Context: an optimization exercise on an open-source flow, tuned for small area, a short achievable clock period and few clock cycles per item. The choices shown serve that exercise and are no tape-out recipe.
At most, simulation tests tie the RTL to the original design; equivalence was not proved.
Power is estimated from default activity; no workload was simulated.

Setup of P:
==> module gemm_load_feeder, before the edit <==
module gemm_load_feeder (
    input  logic                  clk_i,
    input  logic                  rst_i,
    input  logic                  start_i,
    input  feeder_pkg::xfer_cfg_t cfg_i,
    input  feeder_pkg::word_idx_t first_word_i,
    input  logic                  fifo_data_empty_i,
    input  feeder_pkg::line_t     dram_line_i,
    output logic                  fifo_data_rd_en_o,
    output feeder_pkg::load_cmd_t load_cmd_o,
    output logic                  busy_o
);
    feeder_pkg::sram_idx_t idx_q;
    logic                  active_q;    
    logic [3:0]            ptr_lo_q;    
    logic [7:0]            ptr_hi_q;    
    feeder_pkg::len_t      left_q;      
    logic                  pop_q;       
    logic                  pop_only_q;  
    logic                  valid_q;
    feeder_pkg::word_t     data_q;
    logic                  take;
    logic                  last_word;
    logic                  next_last;
    logic                  at_30;
    logic                  at_31;
    feeder_pkg::word_t     word;
    assign take      = active_q && !fifo_data_empty_i && !pop_only_q;
    assign last_word = (left_q == 15'd1);
    assign at_30     = ptr_hi_q[7] && ptr_lo_q[2];
    assign at_31     = ptr_hi_q[7] && ptr_lo_q[3];
    assign next_last = (left_q == 15'd2) || at_30;
    always_ff @(posedge clk_i) begin
        if (rst_i) begin
            active_q   <= 1'b0;
            pop_q      <= 1'b0;
            pop_only_q <= 1'b0;
            valid_q    <= 1'b0;
        end else begin
            valid_q    <= take;
            pop_only_q <= 1'b0;
            if (start_i) begin
                active_q <= 1'b1;
                pop_q    <= 1'b0;
            end else if (take) begin
                if (last_word) begin
                    active_q <= 1'b0;
                end
                if (pop_q) begin
                    pop_q <= 1'b0;
                end else if (at_31 || last_word) begin
                    pop_q      <= 1'b1;
                    pop_only_q <= 1'b1;
                end else begin
                    pop_q <= next_last;
                end
            end else if (pop_only_q) begin
                pop_q <= 1'b0;
            end
        end
    end
    always_ff @(posedge clk_i) begin
        if (start_i) begin
            ptr_lo_q <= 4'(1) << first_word_i[1:0];
            ptr_hi_q <= 8'(1) << first_word_i[4:2];
            left_q   <= cfg_i.len;
        end else if (take) begin
            ptr_lo_q <= {ptr_lo_q[2:0], ptr_lo_q[3]};
            if (ptr_lo_q[3]) begin
                ptr_hi_q <= {ptr_hi_q[6:0], ptr_hi_q[7]};
            end
            left_q   <= left_q - 1'b1;
        end
    end
    always_ff @(posedge clk_i) begin
        if (start_i) begin
            idx_q <= cfg_i.sram_idx;
        end else if (valid_q) begin
            idx_q <= idx_q + 1'b1;
        end
    end
    always_comb begin
        word = '0;
        for (int k = 0; k < 32; k++) begin
            word = word | (dram_line_i[16*k +: 16] & {16{ptr_lo_q[k % 4] & ptr_hi_q[k / 4]}});
        end
    end
    always_ff @(posedge clk_i) begin
        data_q <= word;
    end
    assign load_cmd_o.valid  = valid_q;
    assign load_cmd_o.opcode = cfg_i.weight ? feeder_pkg::OP_LOAD_WEIGHT
                                            : feeder_pkg::OP_LOAD_INPUT;
    assign load_cmd_o.data   = data_q;
    assign load_cmd_o.idx    = idx_q;
    assign fifo_data_rd_en_o = pop_q;
    assign busy_o            = active_q;
endmodule
export LEC_CHECK = 0
export ABC_CLOCK_PERIOD_IN_PS = 2500
export CAP_MARGIN = 20
export CORE_AREA = 5 5 235 235
export CTS_BUF_LIST = sky130_fd_sc_hd__clkbuf_8
export CTS_CLUSTER_DIAMETER = 80
export CTS_CLUSTER_SIZE = 40
export DIE_AREA = 0 0 240 240
export SETUP_SLACK_MARGIN = 2.5
export SLEW_MARGIN = 20
create_clock -name core_clock -period 5.0 [get_ports {clk_i}]
standard.sh (not shown) runs the stock make flow with config.mk's settings and CLKGATE_MAP_FILE= SYNTH_SCRIPT=/design/flow/synth_recipe.tcl, a recipe that flattens the netlist after the stock synthesis.
==> flow/flow/run.sh <==
#!/bin/bash
# Standard ORFS layout, with the port buffers made of the smallest buffer cell.
set -euo pipefail
export BUFFER_PORTS_ARGS="-buffer_cell sky130_fd_sc_hd__buf_1"
bash standard.sh finish > standard.log 2>&1
Testbench counts of P, summed over its fixed seeds: cycles 185,016, words 174,743.
Relative to P, the following input files were edited for Q:
--- a/flow/design.v
+++ b/flow/design.v
@@ -224,8 +224,7 @@
 );
     feeder_pkg::sram_idx_t idx_q;
     logic                  active_q;    
-    logic [3:0]            ptr_lo_q;    
-    logic [7:0]            ptr_hi_q;    
+    logic [31:0]           sel_q;       
     feeder_pkg::len_t      left_q;      
     logic                  pop_q;       
     logic                  pop_only_q;  
@@ -239,8 +238,8 @@
     feeder_pkg::word_t     word;
     assign take      = active_q && !fifo_data_empty_i && !pop_only_q;
     assign last_word = (left_q == 15'd1);
-    assign at_30     = ptr_hi_q[7] && ptr_lo_q[2];
-    assign at_31     = ptr_hi_q[7] && ptr_lo_q[3];
+    assign at_30     = sel_q[30];
+    assign at_31     = sel_q[31];
     assign next_last = (left_q == 15'd2) || at_30;
     always_ff @(posedge clk_i) begin
         if (rst_i) begin
@@ -273,14 +272,10 @@
     end
     always_ff @(posedge clk_i) begin
         if (start_i) begin
-            ptr_lo_q <= 4'(1) << first_word_i[1:0];
-            ptr_hi_q <= 8'(1) << first_word_i[4:2];
+            sel_q    <= 32'(1) << first_word_i;
             left_q   <= cfg_i.len;
         end else if (take) begin
-            ptr_lo_q <= {ptr_lo_q[2:0], ptr_lo_q[3]};
-            if (ptr_lo_q[3]) begin
-                ptr_hi_q <= {ptr_hi_q[6:0], ptr_hi_q[7]};
-            end
+            sel_q    <= {sel_q[30:0], sel_q[31]};
             left_q   <= left_q - 1'b1;
         end
     end
@@ -294,7 +289,7 @@
     always_comb begin
         word = '0;
         for (int k = 0; k < 32; k++) begin
-            word = word | (dram_line_i[16*k +: 16] & {16{ptr_lo_q[k % 4] & ptr_hi_q[k / 4]}});
+            word = word | (dram_line_i[16*k +: 16] & {16{sel_q[k]}});
         end
     end
     always_ff @(posedge clk_i) begin
--- outcome ---
- Relative to P, the area share of buffers outside the clock network of Q is lower by 0.93 points.
- Summary of Q over P: area added between synthesis and finish went down by 1.8 points; number of global-route vias before repair went up by about 5%; final design utilization went up by 1.2 points.
- When Q is set beside P, its sequential cell count turns out to be 20 larger.
- Q against P: final-layout worst hold slack lower, fraction of power consumed by combinational cells now sits higher, reg2reg setup slack climbed 40 ps, design area now larger, final critical delay including setup and external delays now sits lower.
- On Q: count of clock-buffer cells in the layout is 1 higher than what P gave.
- Q ended with every stage complete and zero timing, DRC or antenna violations.
For Q, only the layout was checked, not whether the RTL still works.

## port drivers added, routing unchanged
No port has a modelled driver above. Below, the same layouts with a new extraction and two added sets of constraints. Step 1, drivers: a clkbuf_16 drives clk_i and a buf_2 each remaining input, both assumed. Step 2 moves the port delays by t, midway between the first and last clock arrival at a register: inputs arrive t later, outputs are due t later. That takes back most of the time a late clock gives input paths. Three values: ideal ports, drivers, drivers and shift; two values: the first two.
| run | t, ns | setup slack, ns | slew at the worst register clock pin (ns) | worst data-port slew with drivers (ns) |
|---|---|---|---|---|
| P | 0.536 | 2.498 / 2.498 / 2.060 | 0.11 / 0.11 | 0.24 |
| Q | 0.536 | 2.539 / 2.525 / 2.104 | 0.11 / 0.11 | 0.24 |
After both steps every run listed still meets setup and hold. The setup slack of P, which loses most, moves by 0.000 ns with the drivers and by -0.438 ns with both steps.
